Source: an optimization exercise on an open RTL-to-GDS flow (aim: small area). Production flows keep margins and buffers that such runs may drop.
At most, simulation tests tie the RTL to the original design; equivalence was not proved.
No functional check of the RTL was part of runs 2 to 7.
Power figures rest on the tool's default switching activity, not on a simulated workload.

==> flow/design.v <==
`timescale 1ns/1ps
module alu_unit (
   input  logic [3:0]  aluop,
   input  logic [31:0] porta,
   input  logic [31:0] portb,
   output logic [31:0] result,
   output logic        zero
);
   localparam logic [3:0] ALU_ADD  = 4'h0;
   localparam logic [3:0] ALU_SUB  = 4'h1;
   localparam logic [3:0] ALU_AND  = 4'h2;
   localparam logic [3:0] ALU_OR   = 4'h3;
   localparam logic [3:0] ALU_XOR  = 4'h4;
   localparam logic [3:0] ALU_NOR  = 4'h5;
   localparam logic [3:0] ALU_SLL  = 4'h6;
   localparam logic [3:0] ALU_SRL  = 4'h7;
   localparam logic [3:0] ALU_SLT  = 4'h8;
   localparam logic [3:0] ALU_SLTU = 4'h9;
   logic [4:0] shamt;
   assign shamt = porta[4:0];  
   always_comb begin
      case (aluop)
         ALU_ADD:  result = porta + portb;
         ALU_SUB:  result = porta - portb;
         ALU_AND:  result = porta & portb;
         ALU_OR:   result = porta | portb;
         ALU_XOR:  result = porta ^ portb;
         ALU_NOR:  result = ~(porta | portb);
         ALU_SLL:  result = portb << shamt;
         ALU_SRL:  result = portb >> shamt;
         ALU_SLT:  result = {31'b0, $signed(porta) < $signed(portb)};
         ALU_SLTU: result = {31'b0, porta < portb};
         default:  result = '0;
      endcase
   end
   assign zero = (result == '0);
endmodule
`timescale 1ns/1ps
module branch_resolve (
   input  logic        CLK,
   input  logic        nRST,
   input  logic        accept,
   input  logic [1:0]  br_kind,
   input  logic [31:0] rs_val,
   input  logic [31:0] rt_val,
   input  logic [31:0] pcn,
   input  logic [31:0] imm,
   output logic        taken,
   output logic [31:0] target,
   output logic        flush
);
   localparam logic [1:0] BR_EQ   = 2'd1;
   localparam logic [1:0] BR_NE   = 2'd2;
   localparam logic [1:0] BR_JUMP = 2'd3;
   logic eq;
   logic cond;
   logic squash_q;
   assign eq = (rs_val == rt_val);  
   always_comb begin
      case (br_kind)
         BR_EQ:   cond = eq;
         BR_NE:   cond = !eq;
         BR_JUMP: cond = 1'b1;
         default: cond = 1'b0;
      endcase
   end
   assign target = pcn + (imm << 2);
   assign taken = accept && cond && !squash_q;  
   always_ff @(posedge CLK, negedge nRST) begin
      if (!nRST) begin
         squash_q <= 1'b0;
      end else if (accept) begin
         squash_q <= taken;
      end
   end
   assign flush = squash_q;
endmodule
`timescale 1ns/1ps
module pl_ex_mem (
   input  logic        CLK,
   input  logic        nRST,
   input  logic        wen,
   input  logic        flush,
   input  logic [1:0]  wb_memtoreg_in,
   input  logic        wb_regwrite_in,
   input  logic        m_branch_in,
   input  logic        m_memread_in,
   input  logic        m_memwrite_in,
   input  logic        alu_zero_in,
   input  logic [31:0] alu_output_in,
   input  logic [31:0] adder_result_in,
   input  logic [31:0] regfile_rdat2_in,
   input  logic [4:0]  reg_instr_in,
   input  logic        halt_in,
   input  logic [31:0] pcn_in,
   output logic [1:0]  wb_memtoreg_out,
   output logic        wb_regwrite_out,
   output logic        m_branch_out,
   output logic        m_memread_out,
   output logic        m_memwrite_out,
   output logic        alu_zero_out,
   output logic [31:0] alu_output_out,
   output logic [31:0] adder_result_out,
   output logic [31:0] regfile_rdat2_out,
   output logic [4:0]  reg_instr_out,
   output logic        halt_out,
   output logic [31:0] pcn_out,
   output logic        entry_valid
);
   localparam logic [1:0]  MTR_ALU  = 2'd0;
   localparam logic [31:0] RESET_PC = 32'h0000_0000;  
   always_ff @(posedge CLK, negedge nRST) begin
      if (!nRST) begin
         wb_memtoreg_out <= MTR_ALU;
         wb_regwrite_out <= 1'b0;
         m_branch_out <= 1'b0;
         m_memread_out <= 1'b0;
         m_memwrite_out <= 1'b0;
         alu_zero_out <= 1'b0;
         alu_output_out <= '0;
         adder_result_out <= '0;
         regfile_rdat2_out <= '0;
         reg_instr_out <= '0;
         halt_out <= 1'b0;
         pcn_out <= RESET_PC;
         entry_valid <= 1'b0;  
      end else if (flush) begin
         m_memread_out <= 1'b0;
         m_memwrite_out <= 1'b0;
         wb_regwrite_out <= 1'b0;
         halt_out <= 1'b0;
         pcn_out <= '0;
         entry_valid <= 1'b0;
      end else if (wen) begin
         wb_memtoreg_out <= wb_memtoreg_in;
         wb_regwrite_out <= wb_regwrite_in;
         m_branch_out <= m_branch_in;
         m_memread_out <= m_memread_in;
         m_memwrite_out <= m_memwrite_in;
         alu_zero_out <= alu_zero_in;
         alu_output_out <= alu_output_in;
         adder_result_out <= adder_result_in;
         regfile_rdat2_out <= regfile_rdat2_in;
         reg_instr_out <= reg_instr_in;
         halt_out <= halt_in;
         pcn_out <= pcn_in;
         entry_valid <= 1'b1;
      end
   end
endmodule
`timescale 1ns/1ps
module mem_access (
   input  logic        CLK,
   input  logic        nRST,
   input  logic [1:0]  wb_memtoreg_out,
   input  logic        wb_regwrite_out,
   input  logic        m_memread_out,
   input  logic        m_memwrite_out,
   input  logic [31:0] alu_output_out,
   input  logic [31:0] regfile_rdat2_out,
   input  logic [4:0]  reg_instr_out,
   input  logic        halt_out,
   input  logic [31:0] pcn_out,
   output logic        wen,
   input  logic        entry_valid,
   output logic        ex_ready,
   output logic        cyc,
   output logic        stb,
   output logic        we,
   output logic [31:0] adr,
   output logic [31:0] wdata,
   output logic [3:0]  sel,
   input  logic [31:0] rdata,
   input  logic        ack,
   output logic        retire_valid,
   output logic        retire_regwrite,
   output logic        retire_halt,
   output logic [4:0]  retire_dest,
   output logic [31:0] retire_data
);
   localparam logic [1:0] MTR_MEM  = 2'd1;
   localparam logic [1:0] MTR_LINK = 2'd2;  
   localparam logic MEM_IDLE = 1'b0;
   localparam logic MEM_BUSY = 1'b1;
   logic        state;
   logic        bubble_q;  
   logic        consumed;  
   logic        is_mem;
   logic        issue;
   logic [31:0] load_q;
   assign is_mem = entry_valid && (m_memread_out || m_memwrite_out);
   assign issue = (state == MEM_IDLE) && is_mem && !consumed && !bubble_q;
   assign cyc = issue || (state == MEM_BUSY);
   assign stb = cyc;
   assign we = cyc && m_memwrite_out;
   assign adr = alu_output_out;
   assign wdata = regfile_rdat2_out;
   assign sel = 4'hf;  
   assign ex_ready = !cyc;
   assign wen = ex_ready;
   always_ff @(posedge CLK, negedge nRST) begin
      if (!nRST) begin
         state <= MEM_IDLE;
         bubble_q <= 1'b1;
         consumed <= 1'b0;
      end else begin
         if (wen) begin
            bubble_q <= 1'b0;  
            consumed <= 1'b0;
         end
         case (state)
            MEM_IDLE: begin
               if (issue && ack) begin
                  consumed <= 1'b1;  
               end else if (issue) begin
                  state <= MEM_BUSY;
               end
            end
            MEM_BUSY: begin
               if (ack) begin
                  state <= MEM_IDLE;
                  consumed <= 1'b1;
               end
            end
            default: state <= MEM_IDLE;
         endcase
      end
   end
   always_ff @(posedge CLK) begin
      if (cyc && ack) begin
         load_q <= rdata;
      end
   end
   assign retire_valid = ex_ready && !bubble_q;
   assign retire_regwrite = retire_valid && entry_valid && wb_regwrite_out;
   assign retire_halt = retire_valid && entry_valid && halt_out;
   assign retire_dest = reg_instr_out;
   always_comb begin
      case (wb_memtoreg_out)
         MTR_MEM:  retire_data = load_q;
         MTR_LINK: retire_data = pcn_out;
         default:  retire_data = alu_output_out;
      endcase
   end
endmodule
`timescale 1ns/1ps
module ex_mem_top (
   input  logic        CLK,
   input  logic        nRST,
   input  logic [3:0]  aluop,
   input  logic [31:0] porta,
   input  logic [31:0] portb,
   input  logic [31:0] imm,
   input  logic [31:0] pcn,
   input  logic [1:0]  br_kind,
   input  logic [1:0]  memtoreg,
   input  logic        regwrite,
   input  logic        memread,
   input  logic        memwrite,
   input  logic        halt,
   input  logic [4:0]  dest,
   output logic        ex_ready,
   output logic        branch_taken,
   output logic [31:0] branch_target,
   output logic        cyc,
   output logic        stb,
   output logic        we,
   output logic [31:0] adr,
   output logic [31:0] wdata,
   output logic [3:0]  sel,
   input  logic [31:0] rdata,
   input  logic        ack,
   output logic        retire_valid,
   output logic        retire_regwrite,
   output logic        retire_halt,
   output logic [4:0]  retire_dest,
   output logic [31:0] retire_data
);
   logic [31:0] alu_b;
   logic        entry_valid;
   logic [31:0] alu_output_in, alu_output_out;
   logic        alu_zero_in, alu_zero_out;
   logic [1:0]  wb_memtoreg_out;
   logic        wb_regwrite_out, m_branch_out, m_memread_out, m_memwrite_out;
   logic [31:0] adder_result_out, regfile_rdat2_out, pcn_out;
   logic [4:0]  reg_instr_out;
   logic        halt_out;
   logic        wen, flush;
   assign alu_b = (memread || memwrite) ? imm : portb;
   alu_unit u_alu (
      .aluop  (aluop),
      .porta  (porta),
      .portb  (alu_b),
      .result (alu_output_in),
      .zero   (alu_zero_in)
   );
   branch_resolve u_branch (
      .CLK     (CLK),
      .nRST    (nRST),
      .accept  (ex_ready),
      .br_kind (br_kind),
      .rs_val  (porta),
      .rt_val  (portb),
      .pcn     (pcn),
      .imm     (imm),
      .taken   (branch_taken),
      .target  (branch_target),
      .flush   (flush)
   );
   pl_ex_mem u_ex_mem (
      .CLK               (CLK),
      .nRST              (nRST),
      .wen               (wen),
      .flush             (flush),
      .wb_memtoreg_in    (memtoreg),
      .wb_regwrite_in    (regwrite),
      .m_branch_in       (branch_taken),
      .m_memread_in      (memread),
      .m_memwrite_in     (memwrite),
      .alu_zero_in       (alu_zero_in),
      .alu_output_in     (alu_output_in),
      .adder_result_in   (branch_target),
      .regfile_rdat2_in  (portb),
      .reg_instr_in      (dest),
      .halt_in           (halt),
      .pcn_in            (pcn),
      .wb_memtoreg_out   (wb_memtoreg_out),
      .wb_regwrite_out   (wb_regwrite_out),
      .m_branch_out      (m_branch_out),
      .m_memread_out     (m_memread_out),
      .m_memwrite_out    (m_memwrite_out),
      .alu_zero_out      (alu_zero_out),
      .alu_output_out    (alu_output_out),
      .adder_result_out  (adder_result_out),
      .regfile_rdat2_out (regfile_rdat2_out),
      .reg_instr_out     (reg_instr_out),
      .halt_out          (halt_out),
      .pcn_out           (pcn_out),
      .entry_valid       (entry_valid)
   );
   mem_access u_mem (
      .CLK               (CLK),
      .nRST              (nRST),
      .wb_memtoreg_out   (wb_memtoreg_out),
      .wb_regwrite_out   (wb_regwrite_out),
      .m_memread_out     (m_memread_out),
      .m_memwrite_out    (m_memwrite_out),
      .alu_output_out    (alu_output_out),
      .regfile_rdat2_out (regfile_rdat2_out),
      .reg_instr_out     (reg_instr_out),
      .halt_out          (halt_out),
      .pcn_out           (pcn_out),
      .wen               (wen),
      .entry_valid       (entry_valid),
      .ex_ready          (ex_ready),
      .cyc               (cyc),
      .stb               (stb),
      .we                (we),
      .adr               (adr),
      .wdata             (wdata),
      .sel               (sel),
      .rdata             (rdata),
      .ack               (ack),
      .retire_valid      (retire_valid),
      .retire_regwrite   (retire_regwrite),
      .retire_halt       (retire_halt),
      .retire_dest       (retire_dest),
      .retire_data       (retire_data)
   );
endmodule
==> flow/run.sh <==
#!/bin/bash
# synth_recipe.tcl (not shown) runs the flow's synth.tcl, then flattens the netlist and writes it again
# the make line also repeats each setting of config.mk as NAME=value (left out here)
make -C /OpenROAD-flow-scripts/flow DESIGN_CONFIG=/design/flow/config.mk WORK_HOME=/design/flow/orfs CLKGATE_MAP_FILE= SYNTH_SCRIPT=/design/flow/synth_recipe.tcl finish
==> flow/config.mk <==
export PLATFORM = sky130hd
export DESIGN_NAME = ex_mem_top
export DESIGN_NICKNAME = ex_mem_top
export VERILOG_FILES = /design/flow/design.v
export SDC_FILE = /design/flow/constraint.sdc
export NUM_CORES = 4
export LEC_CHECK = 0
export CAP_MARGIN = 20
export CORE_MARGIN = 2
export CORE_UTILIZATION = 40
export SLEW_MARGIN = 20
==> flow/constraint.sdc <==
create_clock -name core_clock -period 7.5 [get_ports {CLK}]
set_input_delay 1.5000 -clock core_clock [delete_from_list [all_inputs] [get_ports {CLK}]]
set_output_delay 1.5000 -clock core_clock [all_outputs]
set_load 0.01 [all_outputs]
==> results.txt, run 1 <==
status timing/DRC/antenna clean; Fin Setup TNS 0 ps; combinational power share 60.4%; Int Pwr 2.99 mW; Detailed Place HPWL 62800 um; main combinational cell family by area after synthesis compound AO/OA/AOI/OAI gates; Overall Power 5.66 mW; Seq pwr share 24.3%; residual DRC count 0; CP max stage cell a31oi_1; WP data arrival 5560 ps; fraction of the mapped netlist area in compound gates 25.5%; Top FF cell, synth dfrtp_1; # port buffers 320; initial antenna violation count 6; Std-Cell Rows 74; Leak 8.89 nW; Slew Limit Fails 0; vias 18300; H-tree depth 4; fmax 0.142 GHz; Synth Instances 2084; Mapped Area 16600 um2; switch share 47.2%; Synth top area share 16.8%; clock period minus worst slack 7060 ps; post-DR wirelength/cell 28.2 um; P&R area growth vs syn 26.4%; CTS sink cnt 144; CORE AREA 40800 um2; layout cells sized above 1 8.35%; die width 208 um; Post-synth EDFFs 32; Yosys top cell by area dfrtp_1; Worst IR Drop VDD 0.000289 V; CP endpoint kind output pin; cts bufs inserted 17; clk slew on worst S/H paths 60 ps; CP max stage delay 630 ps; Post-CTS Resized 0; DIE HEIGHT 208 um; Area after DPL 20300 um2; syn avg cell area 7.95 um2; # setup viols final 0; Post-Synth XOR/XNOR Area 3.91%; WL final 81700 um; Synth Warn # 4; vias in the first global route 17700; gpl congestion 0.992; Hold Crit Class reg2reg; Die Footprint 43100 um2; # nets final 2659; max cap viols 0; Fill cells 3950; Buf/Inv on CP 2; Post-Place Setup Slack 535 ps; mux share of post-synthesis cell area 14.2%; Tcrit/Tclk final 94.2%; clock power share 15.3%; Max Root-Sink Buffers 2; Finished Cell Area 20900 um2; hold buffer count at cts 0; Post-DRT Antenna Nets 0; Distinct cells, synth 88; count of state elements after synthesis 144; register area share after synthesis 22.7%; critical path fanouts, max 5; Total GRT Usage 37.1%; CTS tree done; Overflow after GRT 0; vias per inst 6.31; adder-cell share of the synthesized area 10.2%; starting density of the core 40.6%; DR iter-0 viols 1894; Clock Latency Late Sink 450 ps; Pwr Density 271 nW/um2; most area-consuming cells after synthesis dfrtp_1 17%, ha_1 9.8%, nand2_1 8.2%, mux2i_1 6.4%, edfxtp_1 5.8%; Worst Max-Slew Pin Slew 1040 ps; RSZ-0062 raised after global routing false; CP Cell Sequence clkdlybuf4s50_1, ha_1, a21oi_1, nand2_1, a31oi_1, o21ai_1, a31oi_1, o31ai_1, o41ai_2, o2111ai_1, a21oi_1, xnor2_1, clkdlybuf4s50_1; WS Path Type in2out; sw power 2.67 mW; FFs w/ async S/R, synth 77.8%; WP data required 6000 ps; IO Pins 325; Worst setup SP type input pin; Simple-Gate Fraction of Synth Area 17.0%; relative slew slack 30.5%; 1st-pass router iterations 5; Root Buffer clkbuf_16; clk_skew 9.07 ps; setup ws final 438 ps; Final Hold Viols 0; pin count of the biggest net entering global routing 65; Top Family by Delay on Critical Path compound AO/OA/AOI/OAI gates; global-route wire length before repair 120000 um; setup bufs post-CTS 0
## metal layers
metal	part of all wire, %	wire length [um]	global-route usage (%)
met5	0.024	20	0
met4	5.0	4060	18.3
met3	9.1	7430	8.20
met2	45	36800	57.4
met1	41	33400	48.9
## flip-flops by register name, indices dropped and copies added (netlist names), 2 cells and up
| name | flops |
|---|---|
| u_ex_mem.alu_output_out | 32 |
| u_ex_mem.pcn_out | 32 |
| u_ex_mem.reg_instr_out | 5 |
| u_ex_mem.regfile_rdat2_out | 32 |
| u_ex_mem.wb_memtoreg_out | 2 |
| u_mem.load_q | 32 |
## logic make-up (layout without fill, tap and decap cells)
group,Yosys count,after routing
AOI/OAI and AO/OA,644,644
xor gates and xnor gates,74,74
adders and majority gates,133,133
buffers and inverters,256,528
DFF,144,144
muxes,175,175
other,1,8
and+or+nand+nor,657,657
## power groups by stage
stage / registers [mW] / logic (mW) / clock network (mW)
after global routing: 1.41 / 3.65 / 0.913
after global placement: 1.38 / 3.35 / 0
final: 1.37 / 3.42 / 0.866
after detailed placement: 1.38 / 3.35 / 0
after floorplan: 1.36 / 1.69 / 0
after CTS: 1.37 / 3.37 / 0.879
## cell usage in the layout, fill, tap and decap left out, types with 17 or more instances in the layout
master	netlist	layout
xnor2_1	35	35
nor3_1	34	33
o211ai_1	17	17
a21o_1	28	28
xor2_1	39	39
clkdlybuf4s50_1	0	316
edfxtp_1	32	32
a21oi_1	173	173
buf_4	7	62
o21ai_0	140	140
inv_1	106	105
a221oi_1	33	33
clkbuf_16	0	17
mux2i_1	106	104
nand3_1	30	29
nor2_1	133	132
mux4_2	32	32
ha_1	130	129
a31oi_1	24	24
nand2_1	362	362
a211oi_1	29	29
a22oi_1	48	48
o21bai_1	17	17
dfrtp_1	111	111
## worst register-to-register path, cell delays in order, from the launching register on
cell and delay (ps):
dfrtp_1 370, or2_2 300, a31o_2 310, inv_1 140, nand2b_4 320, buf_4 440
nand2_1 180, o2111ai_1 310, a31oi_1 260, o211ai_1 250, nor3_1 320, a21oi_1 70
## path summary, 6_finish.rpt
check / from / endpoint / slack [ps] / cells after the start
worst max-delay path: pcn[6] / branch_target[31] / 440 / 13
worst min-delay path: u_mem.state$_DFF_PN0_ / u_ex_mem.entry_valid$_DFFE_PN0P_ / 470 / 1
worst max register to register: u_ex_mem.m_memread_out$_DFFE_PN0P_ / u_ex_mem.alu_output_out[23]$_DFFE_PN0P_ / 4090 / 11
worst min register to register: u_mem.state$_DFF_PN0_ / u_ex_mem.entry_valid$_DFFE_PN0P_ / 470 / 1
max in group asynchronous: nRST / u_ex_mem.alu_output_out[23]$_DFFE_PN0P_ / 4920 / 2
min in group asynchronous: nRST / u_ex_mem.pcn_out[30]$_DFFE_PN0P_ / 1150 / 1
## through the flow
step | std cells | util [%] | hold slack (ps)
6_report | 2895 | 51.3 | 471
4_1_cts | 2891 | 51.2 | 469
3_3_place_gp | 2859 | 49.8 | 450
5_1_grt | 2895 | 51.3 | 494
3_5_place_dp | 2859 | 49.8 | 462
2_1_floorplan | 2087 | - | 437
## final cells by class
class	instances	area [um2]	share of cell area [%]
Multi-Input combinational cell	1687	11800	56.5
Sequential cell	144	3760	18.0
Timing Repair Buffer	382	3660	17.5
Tap cell	532	666	3.18
Clock buffer	19	433	2.07
Inverter	114	428	2.04
Clock inverter	13	138	0.657
Antenna cell	4	10.0	0.0478
## Yosys cell counts (5+ instances only)
cell / n
a211oi_1: 29
a21o_1: 28
a21oi_1: 173
a221o_1: 13
a221oi_1: 33
a22oi_1: 48
a31oi_1: 24
a32oi_1: 6
and2_1: 11
and3_1: 14
buf_1: 14
buf_2: 14
buf_4: 7
clkbuf_1: 104
dfrtp_1: 111
edfxtp_1: 32
ha_1: 130
inv_1: 106
inv_2: 5
mux2_2: 15
mux2i_1: 106
mux2i_2: 12
mux4_1: 7
mux4_2: 32
nand2_1: 362
nand2b_1: 15
nand3_1: 30
nand4_1: 9
nor2_1: 133
nor2b_1: 7
nor3_1: 34
nor4_1: 16
o2111ai_1: 10
o211ai_1: 17
o21a_1: 11
o21ai_0: 140
o21ai_1: 6
o21bai_1: 17
o221ai_1: 13
o22ai_1: 16
o31ai_1: 11
or3_1: 8
xnor2_1: 35
xor2_1: 39
==> run 2, diff against run 1 <==
==> flow/design.v (replaced) <==
`timescale 1ns/1ps
module ex_mem_top (
   input  logic        CLK,
   input  logic        nRST,
   input  logic [3:0]  aluop,
   input  logic [31:0] porta,
   input  logic [31:0] portb,
   input  logic [31:0] imm,
   input  logic [31:0] pcn,
   input  logic [1:0]  br_kind,
   input  logic [1:0]  memtoreg,
   input  logic        regwrite,
   input  logic        memread,
   input  logic        memwrite,
   input  logic        halt,
   input  logic [4:0]  dest,
   output logic        ex_ready,
   output logic        branch_taken,
   output logic [31:0] branch_target,
   output logic        cyc,
   output logic        stb,
   output logic        we,
   output logic [31:0] adr,
   output logic [31:0] wdata,
   output logic [3:0]  sel,
   input  logic [31:0] rdata,
   input  logic        ack,
   output logic        retire_valid,
   output logic        retire_regwrite,
   output logic        retire_halt,
   output logic [4:0]  retire_dest,
   output logic [31:0] retire_data
);
   logic        mem_q;      
   logic        squash_q;   
   logic        bubble_q;   
   logic        rw_q, halt_q, we_q;
   logic [1:0]  mtr_q;
   logic [4:0]  dest_q;
   logic [31:0] a_q;        
   logic [31:0] b_q;        
   logic [31:0] p_q;        
   logic        is_mem, eq, cond;
   logic [31:0] alu_b, result;
   assign is_mem = memread | memwrite;
   assign alu_b = is_mem ? imm : portb;
   logic        sub, cout, sltu, slt, left;
   logic [31:0] sum, b_x, sh_in, sh_out, sh_rev, logic_r;
   assign sub = aluop[3] | (aluop[2:0] == 3'd1);
   assign b_x = alu_b ^ {32{sub}};
   assign {cout, sum} = {1'b0, porta} + {1'b0, b_x} + {32'b0, sub};
   assign sltu = !cout;
   assign slt = sltu ^ porta[31] ^ alu_b[31];
   assign left = !aluop[0];
   always_comb for (int i = 0; i < 32; i++) sh_in[i] = left ? alu_b[31-i] : alu_b[i];
   assign sh_out = sh_in >> porta[4:0];
   always_comb for (int i = 0; i < 32; i++) sh_rev[i] = sh_out[31-i];
   always_comb begin
      case (aluop[1:0])
         2'd2: logic_r = porta & alu_b;
         2'd3: logic_r = porta | alu_b;
         2'd0: logic_r = porta ^ alu_b;
         default: logic_r = ~(porta | alu_b);
      endcase
   end
   always_comb begin
      case (aluop)
         4'd0, 4'd1: result = sum;
         4'd2, 4'd3, 4'd4, 4'd5: result = logic_r;
         4'd6: result = sh_rev;
         4'd7: result = sh_out;
         4'd8: result = {31'b0, slt};
         4'd9: result = {31'b0, sltu};
         default: result = 'x;
      endcase
   end
   assign eq = (porta == portb);
   always_comb begin
      case (br_kind)
         2'd1: cond = eq;
         2'd2: cond = !eq;
         2'd3: cond = 1'b1;
         default: cond = 1'b0;
      endcase
   end
   assign ex_ready = !mem_q;
   assign branch_taken = !mem_q && cond && !squash_q;
   assign branch_target = pcn + {imm[29:0], 2'b00};
   always_ff @(posedge CLK, negedge nRST) begin
      if (!nRST) begin
         mem_q <= 1'b0;
         squash_q <= 1'b0;
         bubble_q <= 1'b1;
         rw_q <= 1'b0;
         halt_q <= 1'b0;
      end else if (mem_q) begin
         if (ack) mem_q <= 1'b0;
      end else begin
         mem_q <= is_mem && !squash_q;
         squash_q <= branch_taken;
         bubble_q <= 1'b0;
         rw_q <= regwrite && !squash_q;
         halt_q <= halt && !squash_q;
      end
   end
   always_ff @(posedge CLK) begin
      if (!mem_q) begin
         we_q <= memwrite;
         mtr_q <= memtoreg;
         dest_q <= dest;
         b_q <= portb;
         p_q <= pcn;
      end
   end
   always_ff @(posedge CLK) begin
      if (!mem_q) a_q <= result;
      else if (ack && mtr_q == 2'd1) a_q <= rdata;
   end
   assign cyc = mem_q;
   assign stb = mem_q;
   assign we = we_q;
   assign adr = a_q;
   assign wdata = b_q;
   assign sel = 4'hf;
   assign retire_valid = !mem_q && !bubble_q;
   assign retire_regwrite = !mem_q && rw_q;
   assign retire_halt = !mem_q && halt_q;
   assign retire_dest = dest_q;
   assign retire_data = mtr_q[1] ? p_q : a_q;
endmodule
==> results.txt, run 2 <==
R2R depth 4; critical path fanouts, max 3; Post-CTS Resized 0; most common cell in the netlist ha_1; WP data arrival 5210 ps; DIE HEIGHT 184 um; Die Footprint 34000 um2; clock period minus worst slack 6710 ps; top flop regs a_q (32), b_q (32), p_q (32); CP endpoint kind output pin; Yosys top cell by area edfxtp_1; Post-Place Setup Slack 815 ps; register area share after synthesis 25.0%; Detailed Place HPWL 43600 um; initial antenna violation count 1; WL final 55000 um; Overflow after GRT 0; starting density of the core 40.3%; area of the multi-input gates 9120 um2; most frequent cells in the layout 318 x clkdlybuf4s50_1, 124 x ha_1, 104 x edfxtp_1, 94 x a21oi_1, 94 x nand2_1; worst r2r dst a_q[29]$_DFFE_PP_; Synth Warn # 1; # nets final 1987; fmax 0.149 GHz; setup bufs post-CTS 0; Mapped Area 13000 um2; syn avg cell area 9.43 um2; Tcrit/Tclk final 89.4%; Worst setup SP type input pin; vias 12900; CORE AREA 32300 um2; relative slew slack 33.7%; WL met2 24700 um; Worst IR Drop VDD 0.000153 V; FFs w/ async S/R, synth 4.59%; clk slew on worst S/H paths 70 ps; Clock Latency Late Sink 390 ps; count of state elements after synthesis 109; Met1 Wirelength 23800 um; Top FF cell, synth edfxtp_1; H-tree depth 3; Top Layer Used met4; Critical Path End branch_target[30]; FF+latch area 3250 um2; IO Pins 325; max cap viols 0; CTS tree done; cts bufs inserted 9; # port buffers 320; Post-synth EDFFs 104; setup ws final 793 ps; P&R area growth vs syn 31.4%; die width 184 um; most common cell after layout, fill and taps aside clkdlybuf4s50_1; Synth Instances 1379; Root Buffer clkbuf_16; Leak 6.86 nW; RSZ-0062 raised after global routing false; CTS sink cnt 109; Slew Limit Fails 0; Area after DPL 16800 um2; routed wl met3 4560 um; gpl congestion 1.01; Final Hold Viols 0; Total GRT Usage 32.3%; hold buffer count at cts 0; Overall Power 4.01 mW; DR iter-0 viols 1170; Pwr Density 235 nW/um2; Max Root-Sink Buffers 2; 1st-pass router iterations 5; Distinct cells, synth 75; pin count of the biggest net entering global routing 76; # setup viols final 0; Post-DRT Antenna Nets 0; WP data required 6000 ps; most area-consuming cells after synthesis edfxtp_1 24%, ha_1 12%, mux4_2 8.5%, mux2i_1 5.8%, xnor2_1 5.0%; Hold Crit Class reg2reg; Synth top area share 24.0%; Worst Max-Slew Pin Slew 982 ps; status timing/DRC/antenna clean; Std-Cell Rows 66; Commonest cells post-synth 124 x ha_1, 104 x edfxtp_1, 94 x a21oi_1, 94 x nand2_1, 82 x inv_1; clk_skew 10.6 ps; post-DR wirelength/cell 25.8 um; Fin Setup TNS 0 ps; Finished Cell Area 17100 um2; Worst Setup SP imm[0]; residual DRC count 0; vias in the first global route 12400; WS Path Type in2out; global-route wire length before repair 80600 um; R2R Path Start mem_q$_DFF_PN0_; layout cells sized above 1 10.8%; Fill cells 2985; Reg2Reg Setup Slack 5340 ps; vias per inst 6.05
## run 2: changes by cell type in the layout (fill, tap and decap cells not counted), moves of 44 or more
cell / before / now
nor2_1: 132 / 67
o21ai_0: 140 / 77
nand2_1: 362 / 94
edfxtp_1: 32 / 104
dfrtp_1: 111 / 3
a22oi_1: 48 / 4
a21oi_1: 173 / 94
## run 2: per-stage QoR
step,hold slack (ps),util [%],cells
floorplan,446,-,1382
global placement,462,52.1,2112
detailed placement,471,52.1,2112
CTS,488,52.9,2128
global route,518,53.0,2129
finish,485,53.0,2129
## run 2: cell type report
cell class	count	area share (%)
sequential	109	19.0
tap	442	3.23
clock buffer	10	1.34
antenna	1	0.0146
clock inverter	6	0.212
timing repair buffer	373	21.0
inverter	84	1.86
multi-input combinational	1104	53.3
## run 2: routing by layer
layer	vias up	track usage, %
met1	6267	44.9
met3	103	5.12
met4	0	11.4
met2	683	50.8
li1	5835	-
met5	-	0
## run 2: worst max-delay path, stage by stage
cell and delay [ps]:
clkdlybuf4s50_1 530, ha_1 190, inv_1 60, fa_1 400, nor2b_1 160, o31a_1 220, o31a_1 290, a211oi_1 160
or3_1 430, a21bo_2 240, a21oi_1 240, mux2i_1 210, nand3_1 90, clkdlybuf4s50_1 490
## run 2: worst min-delay path by stage
stage,start,slack [ps],end,depth (start not counted)
2_1_floorplan,rw_q$_DFFE_PN0N_,450,rw_q$_DFFE_PN0N_,2
3_3_place_gp,rw_q$_DFFE_PN0N_,460,rw_q$_DFFE_PN0N_,2
3_5_place_dp,rw_q$_DFFE_PN0N_,470,rw_q$_DFFE_PN0N_,2
4_1_cts,rw_q$_DFFE_PN0N_,490,rw_q$_DFFE_PN0N_,2
5_1_grt,halt_q$_DFFE_PN0N_,520,halt_q$_DFFE_PN0N_,1
6_report,rw_q$_DFFE_PN0N_,480,rw_q$_DFFE_PN0N_,2
## run 2: logic make-up after synthesis
logic type	Yosys count	synth area share, %
other	1	0.0288
adder cells (fa/ha/maj)	126	12.2
AO/OA/AOI/OAI	407	21.1
flip-flops	109	25.0
multiplexers	173	18.5
AND/OR/NAND/NOR	280	10.3
buffers and inverters	169	5.21
XOR/XNOR	114	7.68
## run 2: power by group
group	internal (mW)	switching (mW)
clock network	0.225	0.244
registers	0.990	0.104
logic	1.16	1.29
total	2.38	1.64
==> run 3, diff against run 2 <==
==> flow/flow/run.sh (new file) <==
#!/bin/bash
# Standard ORFS layout, with the smallest buffer on every input and output port.
set -euo pipefail
export BUFFER_PORTS_ARGS="-buffer_cell sky130_fd_sc_hd__buf_1"
bash standard.sh finish > orfs_make.log 2>&1
==> flow/standard.sh (new file) <==
#!/bin/bash
# synth_recipe.tcl (not shown) runs the flow's synth.tcl, then flattens the netlist and writes it again
# the make line also repeats each setting of config.mk as NAME=value (left out here)
make -C /OpenROAD-flow-scripts/flow DESIGN_CONFIG=/design/flow/config.mk WORK_HOME=/design/flow/orfs CLKGATE_MAP_FILE= SYNTH_SCRIPT=/design/flow/synth_recipe.tcl "${@:-finish}"
removed: flow/run.sh
==> results.txt, run 3 <==
status timing/DRC/antenna clean; WL final 53300 um; count of state elements after synthesis 109; Slew Limit Fails 0; 1st-pass router iterations 5; Detailed Place HPWL 42200 um; min-delay src rw_q$_DFFE_PN0N_; IO Pins 325; Die Footprint 34000 um2; Area after DPL 14700 um2; Synth Instances 1379; most common cell in the netlist ha_1; syn avg cell area 9.43 um2; critical path fanouts, max 5; relative slew slack 30.7%; Post-CTS Resized 0; global-route wire length before repair 78400 um; R2R Path Start mem_q$_DFF_PN0_; post-DR wirelength/cell 25.2 um; Worst Max-Slew Pin Slew 1010 ps; # nets final 1974; layout cells sized above 1 10.3%; die width 184 um; cts bufs inserted 9; Leak 5.95 nW; pin count of the biggest net entering global routing 68; starting density of the core 40.3%; hold buffer count at cts 0; Total GRT Usage 31.1%; Worst setup SP type input pin; max cap viols 0; DIE HEIGHT 184 um; gpl congestion 1.05; initial antenna violation count 0; Post-DRT Antenna Nets 0; Mapped Area 13000 um2; WS Path Type in2out; Root Buffer clkbuf_16; vias per inst 6.04; clock period minus worst slack 6030 ps; setup bufs post-CTS 0; H-tree depth 3; Pwr Density 240 nW/um2; CP endpoint kind output pin; Post-synth EDFFs 104; Tcrit/Tclk final 80.3%; Std-Cell Rows 66; CORE AREA 32300 um2; Clock Latency Late Sink 380 ps; Max Root-Sink Buffers 2; vias 12800; most frequent cells in the layout 316 x buf_1, 124 x ha_1, 104 x edfxtp_1, 94 x a21oi_1, 94 x nand2_1; # setup viols final 0; # port buffers 320; WP data arrival 4530 ps; top flop regs a_q (32), b_q (32), p_q (32); Synth top area share 24.0%; R2R depth 5; fmax 0.166 GHz; Ant. Diodes 0; Fin Setup TNS 0 ps; vias in the first global route 12300; DR iter-0 viols 1213; clk slew on worst S/H paths 70 ps; hold depth 2; most area-consuming cells after synthesis edfxtp_1 24%, ha_1 12%, mux4_2 8.5%, mux2i_1 5.8%, xnor2_1 5.0%; Synth Warn # 1; Min Hold Slack 482 ps; Hold EP rw_q$_DFFE_PN0N_; CTS sink cnt 109; Final Hold Viols 0; Finished Cell Area 15100 um2; Hold Crit Class reg2reg; register area share after synthesis 25.0%; worst r2r dst a_q[0]$_DFFE_PP_; residual DRC count 0; CTS tree done; Yosys top cell by area edfxtp_1; clk_skew 12.2 ps; Commonest cells post-synth 124 x ha_1, 104 x edfxtp_1, 94 x a21oi_1, 94 x nand2_1, 82 x inv_1; Reg2Reg Setup Slack 5230 ps; final core utilization 46.7%; WP data required 6000 ps; most common cell after layout, fill and taps aside buf_1; FFs w/ async S/R, synth 4.59%; P&R area growth vs syn 15.8%; Top FF cell, synth edfxtp_1; RSZ-0062 raised after global routing false; Worst IR Drop VDD 0.000150 V; Distinct cells, synth 75; Overflow after GRT 0
[run 3: cell types whose count changed in the layout (fill, tap and decap cells not counted), sizes merged]
cell / before / now
clkbuf: 10 / 13
bufinv: 0 / 1
inv: 85 / 87
buf: 55 / 356
diode: 1 / 0
clkdlybuf4s50: 318 / 0
clkinv: 5 / 3
[run 3: final cells by class]
type                    count  area, um2
clock buffers               9        225
fillers                  3248      17200
well taps                 442        553
flip-flops and latches    109       3250
clock inverters             7       90.1
multi-input cells        1104       9120
inverters                  84        318
repair buffers            360       1510
[run 3: layer usage]
metal / part of all wire (%) / GRT usage, %
met1: 42 / 41.8
met2: 46 / 49.8
met3: 8.5 / 5.16
met4: 3.9 / 12.7
met5: 0 / 0
[run 3: where the power goes]
| group | internal [mW] | leakage (nW) | total (mW) | switching, mW |
|---|---|---|---|---|
| sequential | 0.989 | 1.09 | 1.09 | 0.0979 |
| clock | 0.268 | 0.155 | 0.523 | 0.254 |
| combinational | 0.729 | 4.71 | 2.01 | 1.28 |
| total | 1.99 | 5.95 | 3.62 | 1.63 |
[run 3: worst max-delay path by stage]
stage	from	end	slack, ps	cells after the start
2_1_floorplan	imm[0]	branch_target[30]	2270	12
3_3_place_gp	memwrite	a_q[25]$_DFFE_PP_	1410	15
4_1_cts	imm[0]	branch_target[30]	1470	14
5_1_grt	imm[0]	branch_target[30]	1260	14
3_5_place_dp	memwrite	a_q[25]$_DFFE_PP_	1290	15
6_report	imm[0]	branch_target[30]	1470	14
[run 3: logic make-up (layout without fill, tap and decap cells)]
family                   after synthesis  in the layout  synth area share (%)
AO/OA/AOI/OAI                        407            407                  21.1
AND/OR/NAND/NOR                      280            280                  10.3
multiplexers                         173            173                  18.5
buffers and inverters                169            460                  5.21
adder cells (fa/ha/maj)              126            126                  12.2
XOR/XNOR                             114            114                  7.68
flip-flops                           109            109                  25.0
other                                  1              4                0.0288
[run 3: metrics by stage]
step                      power, mW  setup slack (ps)  instances
final                          3.62              1470       2115
after global routing           3.83              1260       2115
after CTS                      3.62              1470       2115
after detailed placement       3.09              1290       2099
after global placement         3.07              1410       2099
after floorplan                2.34              2270       1382
[run 3: critical path, cell delays in order]
cell	delay [ps]
buf_1	150
ha_1	210
inv_1	60
fa_1	400
nor2b_1	160
o31a_1	200
o31a_1	350
a211oi_1	210
or3_1	420
a21bo_2	230
a21oi_1	210
mux2i_1	200
nand3_1	90
buf_1	130
==> run 4, diff against run 3 <==
--- a/flow/design.v
+++ b/flow/design.v
@@ -1,3 +1,35 @@
+module add_bk #(parameter int N = 32) (
+   input  logic [N-1:0] a, b,
+   input  logic         ci,
+   output logic [N-1:0] s,
+   output logic         co
+);
+   localparam int K = $clog2(N);
+   localparam int T = 2 * K - 1;           
+   logic [N-1:0] p0, g0;
+   logic [N-1:0] gl [T+1];
+   logic [N-1:0] pl [T+1];
+   assign p0 = a ^ b;
+   assign g0 = a & b;
+   assign gl[0] = {g0[N-1:1], g0[0] | (p0[0] & ci)};
+   assign pl[0] = p0;
+   for (genvar t = 0; t < T; t++) begin : lvl
+      localparam int D = (t < K) ? (1 << t) : (1 << (T - 1 - t));
+      for (genvar i = 0; i < N; i++) begin : node
+         localparam bit UP = (t < K) && ((i + 1) % (2 * D) == 0);
+         localparam bit DN = (t >= K) && ((i + 1) % (2 * D) == D) && (i + 1 >= 3 * D);
+         if (UP || DN) begin : op
+            assign gl[t+1][i] = gl[t][i] | (pl[t][i] & gl[t][i-D]);
+            assign pl[t+1][i] = pl[t][i] & pl[t][i-D];
+         end else begin : pass
+            assign gl[t+1][i] = gl[t][i];
+            assign pl[t+1][i] = pl[t][i];
+         end
+      end
+   end
+   assign s = p0 ^ {gl[T][N-2:0], ci};
+   assign co = gl[T][N-1];
+endmodule
 `timescale 1ns/1ps
 module ex_mem_top (
    input  logic        CLK,
@@ -45,22 +77,26 @@
    assign is_mem = memread | memwrite;
    assign alu_b = is_mem ? imm : portb;
    logic        sub, cout, sltu, slt, left;
-   logic [31:0] sum, b_x, sh_in, sh_out, sh_rev, logic_r;
+   logic [31:0] sum, b_x, p0, g0, sh_in, sh_out, sh_rev, logic_r;
    assign sub = aluop[3] | (aluop[2:0] == 3'd1);
    assign b_x = alu_b ^ {32{sub}};
-   assign {cout, sum} = {1'b0, porta} + {1'b0, b_x} + {32'b0, sub};
+   assign p0 = porta ^ b_x;
+   assign g0 = porta & b_x;
+   add_bk #(32) u_add (.a(porta), .b(b_x), .ci(sub), .s(sum), .co(cout));
    assign sltu = !cout;
    assign slt = sltu ^ porta[31] ^ alu_b[31];
    assign left = !aluop[0];
-   always_comb for (int i = 0; i < 32; i++) sh_in[i] = left ? alu_b[31-i] : alu_b[i];
+   for (genvar i = 0; i < 32; i++) begin : g_rev
+      assign sh_in[i] = left ? alu_b[31-i] : alu_b[i];
+      assign sh_rev[i] = sh_out[31-i];
+   end
    assign sh_out = sh_in >> porta[4:0];
-   always_comb for (int i = 0; i < 32; i++) sh_rev[i] = sh_out[31-i];
    always_comb begin
       case (aluop[1:0])
-         2'd2: logic_r = porta & alu_b;
-         2'd3: logic_r = porta | alu_b;
-         2'd0: logic_r = porta ^ alu_b;
-         default: logic_r = ~(porta | alu_b);
+         2'd2: logic_r = g0;
+         2'd3: logic_r = g0 | p0;
+         2'd0: logic_r = p0;
+         default: logic_r = ~(g0 | p0);
       endcase
    end
    always_comb begin
@@ -74,7 +110,7 @@
          default: result = 'x;
       endcase
    end
-   assign eq = (porta == portb);
+   assign eq = (p0 == {32{sub}});
    always_comb begin
       case (br_kind)
          2'd1: cond = eq;
@@ -85,7 +121,9 @@
    end
    assign ex_ready = !mem_q;
    assign branch_taken = !mem_q && cond && !squash_q;
-   assign branch_target = pcn + {imm[29:0], 2'b00};
+   logic br_co;
+   add_bk #(30) u_br (.a(pcn[31:2]), .b(imm[29:0]), .ci(1'b0), .s(branch_target[31:2]), .co(br_co));
+   assign branch_target[1:0] = pcn[1:0];
    always_ff @(posedge CLK, negedge nRST) begin
       if (!nRST) begin
          mem_q <= 1'b0;
==> flow/flow/run.sh (replaced) <==
#!/bin/bash
# Standard ORFS layout, with the smallest buffer on every input and output port.
set -euo pipefail
export BUFFER_PORTS_ARGS="-buffer_cell sky130_fd_sc_hd__buf_1"
export RECOVER_POWER=100
export REMOVE_ABC_BUFFERS=1
bash standard.sh finish > orfs_make.log 2>&1
==> results.txt, run 4 <==
status failed layout checks; Blocking Checks max-capacitance violations, max-slew violations; Overflow after GRT 0; CP Cell Sequence clkbuf_1, nor2_4, clkbuf_1, mux2i_1, xor2_1, ha_1, nand4_1, or2_2, nor2_1, a31o_2, nand3_1, mux2i_1, nor3_1, buf_1; critical path fanouts, max 15; Yosys top cell by area edfxtp_1; Post-DRT Antenna Nets 0; Clock Latency Late Sink 380 ps; Worst Max-Slew Pin Slew 2870 ps; initial antenna violation count 0; Hold Crit Class reg2reg; global-route wire length before repair 72100 um; CTS tree done; Total GRT Usage 28.9%; Met1 Wirelength 20400 um; Detailed Place HPWL 38700 um; count of state elements after synthesis 109; syn avg cell area 9.99 um2; Post-synth EDFFs 104; CP max stage delay 620 ps; Worst setup SP type input pin; cts bufs inserted 9; relative slew slack -91.4%; hold buffer count at cts 0; Root Buffer clkbuf_16; post-DR wirelength/cell 24.9 um; residual DRC count 0; 1st-pass router iterations 7; # setup viols final 0; gpl congestion 0.992; P&R area growth vs syn 14.1%; max cap viols 4; most common cell after layout, fill and taps aside buf_1; clk slew on worst S/H paths 70 ps; CP max stage cell mux2i_1; routed wl met3 4060 um; Fill cells 3126; CTS sink cnt 109; H-tree depth 3; Leak 5.83 nW; top flop regs a_q (32), b_q (32), p_q (32); Slew Limit Fails 191; die width 183 um; DR iter-0 viols 1132; clk_skew 12.4 ps; Top Layer Used met4; # nets final 1862; Post-CTS Resized 0; Top FF cell, synth edfxtp_1; vias in the first global route 11300; Worst IR Drop VDD 0.000140 V; Die Footprint 33500 um2; WP data arrival 5390 ps; vias 12100; CP endpoint kind output pin; Synth Instances 1283; DIE HEIGHT 183 um; Mapped Area 12800 um2; RSZ-0062 raised after global routing false; WP data required 6000 ps; Synth top area share 24.4%; Synth Warn # 7; Commonest cells post-synth 109 x mux2i_1, 107 x a21oi_1, 104 x edfxtp_1; Max Root-Sink Buffers 2; # port buffers 320; Fin Setup TNS 0 ps; layout cells sized above 1 10.4%; Post-Place Setup Slack 816 ps; Min Hold Slack 508 ps; Overall Power 3.53 mW; setup bufs post-CTS 0; Ant. Diodes 0; WL met2 22700 um; most common cell in the netlist mux2i_1; Pwr Density 242 nW/um2; pin count of the biggest net entering global routing 67; CORE AREA 31600 um2; Std-Cell Rows 65; Distinct cells, synth 81; fmax 0.145 GHz; final core utilization 46.3%; starting density of the core 40.6%; FFs w/ async S/R, synth 4.59%; Final Hold Viols 0; IO Pins 325; WL final 49000 um; Tcrit/Tclk final 91.9%; WS Path Type in2out; most area-consuming cells after synthesis edfxtp_1 24%, ha_1 8.9%, mux2i_1 8.5%, mux4_2 8.3%, fa_1 4.8%; vias per inst 6.13; register area share after synthesis 25.4%; most frequent cells in the layout 303 x buf_1, 109 x mux2i_1, 106 x a21oi_1, 104 x edfxtp_1, 91 x ha_1; setup ws final 607 ps; clock period minus worst slack 6890 ps
[run 4: cell types whose count changed in the layout (fill, tap and decap cells not counted), sizes merged, moves of 14 or more]
cell	delta
a21oi	+15
clkbuf	+22
ha	-33
xor2	+14
buf	-24
fa	+29
xnor2	-59
mux2i	+35
[run 4: power by group]
group | internal, mW | switching, mW
Clock | 0.236 | 0.241
Sequential | 1.00 | 0.107
Combinational | 0.686 | 1.26
Total | 1.92 | 1.61
[run 4: final timing paths]
check | slack (ps) | to | cells past startpoint | start
worst max register to register | 1450 | a_q[6]$_DFFE_PP_ | 8 | mem_q$_DFF_PN0_
max in group asynchronous | 6280 | bubble_q$_DFFE_PN1N_ | 1 | nRST
worst min-delay path | 510 | halt_q$_DFFE_PN0N_ | 1 | halt_q$_DFFE_PN0N_
worst max-delay path | 610 | branch_taken | 14 | memwrite
worst min register to register | 510 | halt_q$_DFFE_PN0N_ | 1 | halt_q$_DFFE_PN0N_
min in group asynchronous | 960 | rw_q$_DFFE_PN0N_ | 1 | nRST
[run 4: through the flow]
| stage | area, um2 | instances |
|---|---|---|
| 3_3_place_gp | 14400 | 1951 |
| 5_1_grt | 14600 | 1967 |
| 3_5_place_dp | 14400 | 1951 |
| 2_1_floorplan | 12400 | 1195 |
| 6_report | 14600 | 1967 |
| 4_1_cts | 14600 | 1967 |
[run 4: layout make-up]
class,count,area [um2],share of cell area [%]
Tap cell,402,503,3.44
Inverter,85,322,2.20
Sequential cell,109,3250,22.2
Clock buffer,13,250,1.71
Multi-Input combinational cell,1001,8830,60.4
Clock inverter,3,21.3,0.145
Timing Repair Buffer,354,1450,9.89
[run 4: cells by family (layout without fill, tap and decap cells)]
kind of cell             after synthesis  in the layout  synth area share, %
AND/OR/NAND/NOR                      258            258                 9.49
multiplexers                         213            213                 23.7
other                                  1              4               0.0293
adder cells (fa/ha/maj)              122            122                 13.7
flip-flops                           109            109                 25.4
AO/OA/AOI/OAI                        335            335                 16.9
buffers and inverters                176            455                 6.10
XOR/XNOR                              69             69                 4.72
[run 4: metal layers]
metal	global-route usage [%]	up-vias
met1	38.9	5930
met4	10.8	0
met2	46.3	648
li1	-	5394
met5	0	-
met3	5.26	82
[run 4: worst max-delay path: cells and delay by family]
| kind | cells | cell delay (ps) |
|---|---|---|
| xor gates and xnor gates | 1 | 180 |
| AOI/OAI and AO/OA | 1 | 200 |
| adders and majority gates | 1 | 440 |
| buffers and inverters | 3 | 700 |
| muxes | 2 | 800 |
| and+or+nand+nor | 6 | 1540 |
==> run 5, diff against run 4 <==
==> flow/flow/run.sh (replaced) <==
#!/bin/bash
# Standard ORFS layout, with the smallest buffer on every input and output port.
set -euo pipefail
export BUFFER_PORTS_ARGS="-buffer_cell sky130_fd_sc_hd__buf_1"
bash standard.sh finish > orfs_make.log 2>&1
==> results.txt, run 5 <==
status timing/DRC/antenna clean; register area share after synthesis 25.4%; Seq pwr share 30.7%; P&R area growth vs syn 14.7%; CTS sink cnt 109; die width 183 um; Distinct cells, synth 81; cts bufs inserted 9; Mapped Area 12800 um2; critical path fanouts, max 52; hold depth 1; fmax 0.147 GHz; 1st-pass router iterations 6; clock period minus worst slack 6800 ps; most frequent cells in the layout 316 x buf_1, 109 x mux2i_1, 106 x a21oi_1, 104 x edfxtp_1, 91 x ha_1; vias in the first global route 11600; initial antenna violation count 2; Post-CTS Resized 0; most common cell after layout, fill and taps aside buf_1; R2R depth 7; Min Hold Slack 513 ps; gpl congestion 1.01; FFs w/ async S/R, synth 4.59%; Inst Count DP 1949; Leak 5.86 nW; Synth Instances 1283; CORE AREA 31600 um2; # setup viols final 0; Yosys top cell by area edfxtp_1; Max Root-Sink Buffers 2; RSZ-0062 raised after global routing false; CTS tree done; WS Path Type in2out; Total GRT Usage 31.7%; hold buffer count at cts 0; Finished Cell Area 14700 um2; top flop regs a_q (32), b_q (32), p_q (32); global-route wire length before repair 77100 um; setup bufs post-CTS 0; most area-consuming cells after synthesis edfxtp_1 24%, ha_1 8.9%, mux2i_1 8.5%, mux4_2 8.3%, fa_1 4.8%; WP data arrival 5300 ps; residual DRC count 0; combinational power share 54.3%; clock power share 15.0%; Top FF cell, synth edfxtp_1; starting density of the core 40.6%; DR iter-0 viols 1104; Post-DRT Antenna Nets 0; IO Pins 325; Overflow after GRT 0; Tcrit/Tclk final 90.6%; Int Pwr 1.97 mW; Clock Latency Late Sink 390 ps; vias 12100; Worst IR Drop VDD 0.000128 V; H-tree depth 3; # port buffers 320; Detailed Place HPWL 43000 um; layout cells sized above 1 10.8%; most common cell in the netlist mux2i_1; Synth top area share 24.4%; switch share 46.0%; Area after DPL 14400 um2; Worst Max-Slew Pin Slew 1100 ps; vias per inst 6.14; Pwr Density 248 nW/um2; CP endpoint kind output pin; Slew Limit Fails 0; Post-synth EDFFs 104; relative slew slack 26.8%; Fin Setup TNS 0 ps; Post-Layout Cell Count 1966; pin count of the biggest net entering global routing 72; WL final 53600 um; Commonest cells post-synth 109 x mux2i_1, 107 x a21oi_1, 104 x edfxtp_1; Root Buffer clkbuf_16; clk_skew 13.6 ps; Final Hold Viols 0; Hold Crit Class reg2reg; Synth Warn # 7; sw power 1.68 mW; max cap viols 0; DIE HEIGHT 183 um; clk slew on worst S/H paths 80 ps; # nets final 1860; WP data required 6000 ps; count of state elements after synthesis 109; Die Footprint 33500 um2; post-DR wirelength/cell 27.2 um; Std-Cell Rows 65; syn avg cell area 9.99 um2; Worst setup SP type input pin
[run 5: cell counts after synthesis]
Identical to the previous run, type by type.
[run 5: worst paths after layout]
kind / from / end / slack, ps
max: memwrite / branch_taken / 700
max reg2reg: mem_q$_DFF_PN0_ / a_q[3]$_DFFE_PP_ / 4510
min reg2reg: halt_q$_DFFE_PN0N_ / halt_q$_DFFE_PN0N_ / 510
min: halt_q$_DFFE_PN0N_ / halt_q$_DFFE_PN0N_ / 510
max in group asynchronous: nRST / bubble_q$_DFFE_PN1N_ / 6260
min in group asynchronous: nRST / squash_q$_DFFE_PN0N_ / 960
[run 5: layout make-up]
| class | count | area, um2 |
|---|---|---|
| Antenna cell | 1 | 2.50 |
| Clock buffer | 9 | 225 |
| Clock inverter | 7 | 106 |
| Fill cell | 3119 | 16900 |
| Inverter | 85 | 322 |
| Multi-Input combinational cell | 1001 | 8830 |
| Sequential cell | 109 | 3250 |
| Tap cell | 402 | 503 |
| Timing Repair Buffer | 352 | 1460 |
[run 5: cell families after synthesis]
family                     after synthesis  share of synthesized area (%)
and+or+nand+nor                        258                           9.49
muxes                                  213                           23.7
adders and majority gates              122                           13.7
xor gates and xnor gates                69                           4.72
AOI/OAI and AO/OA                      335                           16.9
buffers and inverters                  176                           6.10
other                                    1                         0.0293
DFF                                    109                           25.4
[run 5: power groups by stage]
stage,Sequential [mW],Combinational (mW),Clock [mW]
finish,1.12,1.98,0.547
global route,1.14,2.13,0.570
CTS,1.12,1.97,0.556
detailed placement,1.14,1.96,0
global placement,1.13,1.95,0
floorplan,1.17,1.13,0
[run 5: per-stage QoR]
step | setup WS, ps | utilization, % | power [mW]
final | 704 | 46.6 | 3.65
after global placement | 857 | 45.5 | 3.08
after detailed placement | 778 | 45.5 | 3.09
after global routing | 457 | 46.6 | 3.84
after floorplan | 1330 | - | 2.31
after CTS | 744 | 46.6 | 3.65
[run 5: critical path, cell delays in order]
cell	delay, ps
buf_1	130
nor2_4	330
buf_12	360
mux2i_1	660
xor2_1	190
ha_1	460
nand4_1	130
or2_2	310
nor2_1	230
a31o_2	210
nand3_1	170
mux2i_1	170
nor3_1	190
buf_1	180
[run 5: routing by layer]
layer	track usage, %	share of wire, %	vias to the layer above
li1	-	-	5378
met1	39.8	39	5856
met2	52.0	47	735
met3	8.18	9.9	91
met4	13.0	4.2	2
met5	0	0.024	-
==> run 6, diff against run 5 <==
==> flow/flow/run.sh (replaced) <==
#!/bin/bash
# The standard ORFS layout, except:
#  - synthesis maps the logic with an area-oriented ABC script (flow/abc.script);
#    registers, names and all other synthesis steps are the standard flow's own
#  - every input and output port gets the smallest buffer, sky130_fd_sc_hd__buf_1
set -euo pipefail
here=$(pwd)
export MY_ABC_SCRIPT=$here/flow/abc.script
export BUFFER_PORTS_ARGS="-buffer_cell sky130_fd_sc_hd__buf_1"
bash standard.sh SYNTH_SCRIPT=$here/flow/synth.tcl finish > orfs_make.log 2>&1
==> flow/flow/abc.script (new file) <==
strash
dc2
dch -f
amap
topo
upsize -c
dnsize -c
stime -c
==> flow/flow/synth.tcl (new file) <==
# The standard synthesis (synth_recipe.tcl), with ABC run on this folder's abc.script
proc synth {args} { yosys synth -nofsm -noshare {*}$args }
proc abc {args} {
  set i [lsearch -exact $args -script]
  if {$i >= 0} { lset args [expr {$i + 1}] $::env(MY_ABC_SCRIPT) }
  yosys abc {*}$args
}
source $::env(SCRIPTS_DIR)/synth.tcl
# left out here: clear keep_hierarchy, flatten, clean up, hide names made inside functions, write 1_2_yosys.v
==> results.txt, run 6 <==
clock period minus worst slack 8000 ps; R2R Path Start mtr_q[1]$_DFFE_PN_; Die Footprint 27400 um2; DR iter-0 viols 1173; min-delay src halt_q$_DFFE_PN0N_; layout cells sized above 1 11.4%; Pwr Density 242 nW/um2; Worst Max-Slew Pin Slew 1140 ps; die width 166 um; gpl congestion 0.963; CP dominant cell by count a21oi_2; Post-synth EDFFs 104; residual DRC count 0; pin count of the biggest net entering global routing 65; relative slew slack 23.7%; CORE AREA 25800 um2; Yosys top cell by area edfxtp_1; WL final 43200 um; Clock Latency Late Sink 370 ps; cts bufs inserted 9; Synth top area share 29.9%; top flop regs a_q (32), b_q (32), p_q (32); CTS sink cnt 109; post-DR wirelength/cell 22.2 um; FFs w/ async S/R, synth 4.59%; Slew Limit Fails 0; Reg2Reg Setup Slack 4990 ps; vias in the first global route 11300; # port buffers 320; Distinct cells, synth 60; vias per inst 5.96; Overflow after GRT 0; Post-DRT Antenna Nets 0; clk slew on worst S/H paths 80 ps; Std-Cell Rows 59; most common cell after layout, fill and taps aside buf_1; max cap viols 0; Worst setup SP type input pin; Top FF cell, synth edfxtp_1; Root Buffer clkbuf_16; WS Path Type in2out; clk_skew 7.76 ps; H-tree depth 3; Worst IR Drop VDD 0.000464 V; P&R area growth vs syn 26.5%; count of state elements after synthesis 109; Top Family by Delay on Critical Path compound AO/OA/AOI/OAI gates; 1st-pass router iterations 5; CP max stage delay 470 ps; syn avg cell area 8.85 um2; Overall Power 3.20 mW; Hold Crit Class reg2reg; Synth Warn # 7; CP max stage cell fa_2; most common cell in the netlist o21ai_0; vias 11600; initial antenna violation count 0; Synth Instances 1181; Fill cells 2568; most frequent cells in the layout 304 x buf_1, 126 x o21ai_0, 115 x nand2_1, 110 x nor2_1, 108 x clkinv_1; Final Hold Viols 0; DIE HEIGHT 166 um; Commonest cells post-synth 128 x o21ai_0, 119 x nand2_1, 114 x clkinv_1; Leak 4.81 nW; Detailed Place HPWL 31700 um; Tcrit/Tclk final 107%; global-route wire length before repair 65700 um; Buf/Inv on CP 6; critical path fanouts, max 2; CTS tree done; starting density of the core 40.5%; # nets final 1906; WP data arrival 6500 ps; CP endpoint kind output pin; Mapped Area 10500 um2; Total GRT Usage 30.7%; Worst Setup SP imm[0]; # setup viols final 7; fmax 0.125 GHz; Fin Setup TNS -1930 ps; WP data required 6000 ps; setup ws final -502 ps; RSZ-0062 raised after global routing true; status failed layout checks; most area-consuming cells after synthesis edfxtp_1 30%, ha_1 11%, o21ai_0 6.1%, fa_1 5.9%, o22ai_1 5.9%; Max Root-Sink Buffers 2; Blocking Checks negative setup slack; register area share after synthesis 31.1%; IO Pins 325
run 6: worst paths after layout:
| path | end | depth (start not counted) |
|---|---|---|
| setup reg to reg | a_q[15]$_DFFE_PP_ | 5 |
| hold / removal | halt_q$_DFFE_PN0N_ | 1 |
| setup / recovery | branch_target[30] | 35 |
| min in group asynchronous | halt_q$_DFFE_PN0N_ | 1 |
| hold reg to reg | halt_q$_DFFE_PN0N_ | 1 |
| max in group asynchronous | bubble_q$_DFFE_PN1N_ | 1 |
run 6: what timing repair did:
item | CTS | global route
pin swaps | 13 | 22
setup endpoints to repair | 8 | 14
gates resized for setup | 40 | 20
hold buffers | 0 | 0
buffers inserted | 66 | 10
run 6: per-stage QoR:
stage	utilization, %	worst slack [ps]	hold WS (ps)	cells	area (um2)
global placement	48.4	-574	466	1892	12500
CTS	51.3	-414	495	1954	13200
global route	51.2	-807	513	1944	13200
detailed placement	48.4	-726	476	1892	12500
floorplan	-	272	458	1184	10500
finish	51.2	-502	492	1945	13200
run 6: where the power goes:
group / internal, mW / total, mW / switching (mW)
sequential: 0.985 / 1.08 / 0.0935
clock: 0.233 / 0.497 / 0.264
combinational: 0.562 / 1.62 / 1.06
run 6: metal layers:
layer	up-vias	global-route usage, %	wire [um]
li1	5441	-	-
met1	5485	40.0	17800
met2	599	52.1	20500
met3	75	4.71	3470
met4	0	10.3	1390
met5	-	0	0
run 6: final cells by class:
cell class	count	area (um2)	share of cell area [%]
Multi-Input combinational cell	950	6820	51.5
Sequential cell	109	3250	24.6
Timing Repair Buffer	416	2000	15.1
Inverter	118	455	3.44
Tap cell	335	419	3.17
Clock buffer	10	229	1.73
Clock inverter	6	56.3	0.426
Antenna cell	1	2.50	0.0189
run 6: logic make-up (layout without fill, tap and decap cells):
logic type	Yosys count	after routing	share of synthesized area, %
AOI/OAI and AO/OA	498	498	33.6
and+or+nand+nor	326	326	13.6
buffers and inverters	125	550	4.76
adders and majority gates	122	122	16.8
DFF	109	109	31.1
other	1	5	0.0359
run 6: worst reg2reg max path: cells and delay by family, from the launching register on:
| kind | cells | cell delay (ps) |
|---|---|---|
| DFF | 1 | 370 |
| and+or+nand+nor | 2 | 910 |
| buffers and inverters | 3 | 830 |
==> run 7, diff against run 6 <==
==> flow/flow/abc.script (replaced) <==
strash
&get -n
&deepsyn -T 40
&put
dch -f
amap
topo
buffer -c
upsize -c
dnsize -c
stime -c
==> results.txt, run 7 <==
Tcrit/Tclk final 105%; worst r2r dst a_q[9]$_DFFE_PP_; Distinct cells, synth 59; Commonest cells post-synth 124 x inv_1, 122 x nor2_1, 118 x o22ai_1; min-delay src bubble_q$_DFFE_PN1N_; most area-consuming cells after synthesis edfxtp_1 30%, ha_1 11%, o22ai_1 7.2%, fa_1 6.0%, inv_1 4.5%; Worst setup SP type input pin; Clock Latency Late Sink 380 ps; CP max stage cell fa_1; vias 11300; # setup viols final 4; H-tree depth 3; Hold Crit Class reg2reg; Detailed Place HPWL 34900 um; hold buffer count at cts 0; CP endpoint kind output pin; setup ws final -404 ps; initial antenna violation count 3; WS Path Type in2out; most frequent cells in the layout 312 x buf_1, 130 x buf_4, 121 x inv_1, 121 x nor2_1, 108 x o22ai_1; Ant. Diodes 0; Synth Warn # 7; Slew Limit Fails 0; clk slew on worst S/H paths 90 ps; WL final 42700 um; clock period minus worst slack 7900 ps; Reg2Reg Setup Slack 3940 ps; Worst IR Drop VDD 0.000179 V; top flop regs a_q (32), b_q (32), p_q (32); Overflow after GRT 0; clk_skew 17.3 ps; Worst Setup SP imm[0]; Synth Instances 1171; Pwr Density 256 nW/um2; P&R area growth vs syn 28.7%; Root Buffer clkbuf_16; CTS tree done; Min Hold Slack 492 ps; max cap viols 0; DR iter-0 viols 1262; Total GRT Usage 30.5%; # nets final 1871; CORE AREA 25200 um2; clock power share 14.7%; Worst Max-Slew Pin Slew 1010 ps; combinational power share 52.6%; Max Root-Sink Buffers 2; layout cells sized above 1 16.3%; R2R Path Start mem_q$_DFF_PN0_; DIE HEIGHT 164 um; CP max stage delay 420 ps; # port buffers 320; WP data required 6000 ps; IO Pins 325; Std-Cell Rows 58; hold depth 1; switch share 44.8%; Post-DRT Antenna Nets 0; Blocking Checks negative setup slack; register area share after synthesis 31.6%; status failed layout checks; cts bufs inserted 9; critical path fanouts, max 2; Final Hold Viols 0; Die Footprint 27000 um2; vias per inst 5.94; count of state elements after synthesis 109; Mapped Area 10300 um2; RSZ-0062 raised after global routing true; relative slew slack 32.3%; vias in the first global route 10300; CP dominant cell by count o21bai_1; global-route wire length before repair 61700 um; Top FF cell, synth edfxtp_1; Fill cells 2480; Yosys top cell by area edfxtp_1; WP data arrival 6400 ps; fmax 0.127 GHz; FFs w/ async S/R, synth 4.59%; Post-synth EDFFs 104; pin count of the biggest net entering global routing 65; 1st-pass router iterations 7; post-DR wirelength/cell 22.4 um; gpl congestion 1.00; Int Pwr 1.87 mW; Hold EP bubble_q$_DFFE_PN1N_; sw power 1.52 mW; Seq pwr share 32.7%; die width 164 um; starting density of the core 40.8%; Fin Setup TNS -1180 ps; most common cell after layout, fill and taps aside buf_1; R2R depth 5; most common cell in the netlist inv_1; syn avg cell area 8.78 um2; Leak 5.30 nW; residual DRC count 0; CTS sink cnt 109; Synth top area share 30.4%
run 7: cell count changes after synthesis, moves of 30 or more:
cell,change
inv_2,+30
clkbuf_1,+56
inv_1,+124
clkinv_1,-108
nand2_1,-58
o21ai_0,-95
o22a_1,-46
run 7: final cells by class:
cell class | instances | area, um2 | area share (%)
Multi-Input combinational cell | 831 | 6370 | 48.2
Timing Repair Buffer | 454 | 2260 | 17.1
Clock buffer | 9 | 225 | 1.70
Sequential cell | 109 | 3250 | 24.6
Clock inverter | 7 | 77.6 | 0.586
Tap cell | 330 | 413 | 3.12
Inverter | 164 | 628 | 4.75
run 7: metal layers:
layer | share of wire (%) | global-route usage [%] | up-vias
li1 | - | - | 5226
met1 | 43 | 43.5 | 5386
met2 | 45 | 47.6 | 613
met3 | 8.7 | 4.82 | 73
met4 | 2.6 | 8.89 | 6
met5 | 0.10 | 0 | -
run 7: power by group through the flow:
stage / clock [mW] / sequential (mW) / combinational, mW
floorplan: 0 / 1.17 / 0.958
global placement: 0 / 1.12 / 1.71
detailed placement: 0 / 1.12 / 1.72
CTS: 0.505 / 1.11 / 1.73
global route: 0.522 / 1.13 / 1.93
finish: 0.498 / 1.11 / 1.78
run 7: repair_timing:
action,CTS,global route
buffers inserted,5,9
endpoints found under the setup margin,6,17
pin swaps,0,33
resized for setup,4,48
run 7: cells by family (layout without fill, tap and decap cells):
kind of cell / count (synthesis) / in the layout / share of synthesized area [%]
simple gates: 251 / 251 / 10.6
buf+inv: 234 / 634 / 8.92
flops: 109 / 109 / 31.6
other cells: 1 / 4 / 0.0365
compound gates: 454 / 454 / 31.7
fa+ha+maj: 122 / 122 / 17.1
run 7: worst max path at each step:
stage / endpoint / cells after the start
after floorplan: a_q[30]$_DFFE_PP_ / 43
after global placement: branch_target[30] / 34
after detailed placement: branch_target[31] / 36
after CTS: branch_target[30] / 34
after global routing: branch_target[31] / 36
final: branch_target[30] / 34
run 7: per-stage QoR:
step                instances  util, %  setup slack, ps  power, mW  instance area [um2]
finish                   1904     52.5             -404       3.39                13200
global route             1904     52.5             -851       3.59                13200
CTS                      1895     51.4             -437       3.34                13000
detailed placement       1874     50.1             -517       2.84                12600
global placement         1874     50.1             -389       2.83                12600
floorplan                1174        -             2.45       2.13                10400
run 7: worst max-delay path: cells and delay by family:
kind / cells / cell delay [ps]
AO/OA/AOI/OAI: 26 / 3530
adder cells (fa/ha/maj): 3 / 870
buffers and inverters: 5 / 490

[afterwards: timing with drivers on the ports]
The flow's constraints put no driver on any port. The routed layouts listed below were extracted and timed again, unchanged, in two steps. Step 1 (the two cells are an assumption about what drives the block):
set clk [get_ports {CLK}]
set_driving_cell -lib_cell sky130_fd_sc_hd__clkbuf_16 $clk
set_driving_cell -lib_cell sky130_fd_sc_hd__buf_2 [delete_from_list [all_inputs] $clk]
Step 2 also shifts input and output timing later by t, the mid clock arrival at the registers, as if the neighbouring blocks saw the same clock. a / b / c = ideal / step 1 / step 2; a / b = the first two.
run | t (ns) | setup WS [ns] | hold slack, ns | worst setup path after step 2
run 1 | 0.504 | 0.438 / 0.415 / 0.415 | 0.471 / 0.471 / 0.471 | input to output
run 2 | 0.433 | 0.793 / 0.771 / 0.771 | 0.485 / 0.485 / 0.485 | input to output
run 3 | 0.430 | 1.475 / 1.451 / 1.084 | 0.482 / 0.482 / 0.482 | input to register
run 4 | 0.424 | 0.607 / 0.582 / 0.582 | 0.508 / 0.508 / 0.508 | input to output
run 5 | 0.430 | 0.704 / 0.681 / 0.681 | 0.513 / 0.513 / 0.513 | input to output
run 6 | 0.416 | -0.502 / -0.553 / -0.553 | 0.492 / 0.492 / 0.492 | input to output
run 7 | 0.419 | -0.404 / -0.463 / -0.463 | 0.492 / 0.492 / 0.492 | input to output
The setup slack of run 3, which loses most, moves by -0.024 ns with the drivers and by -0.391 ns with both steps.
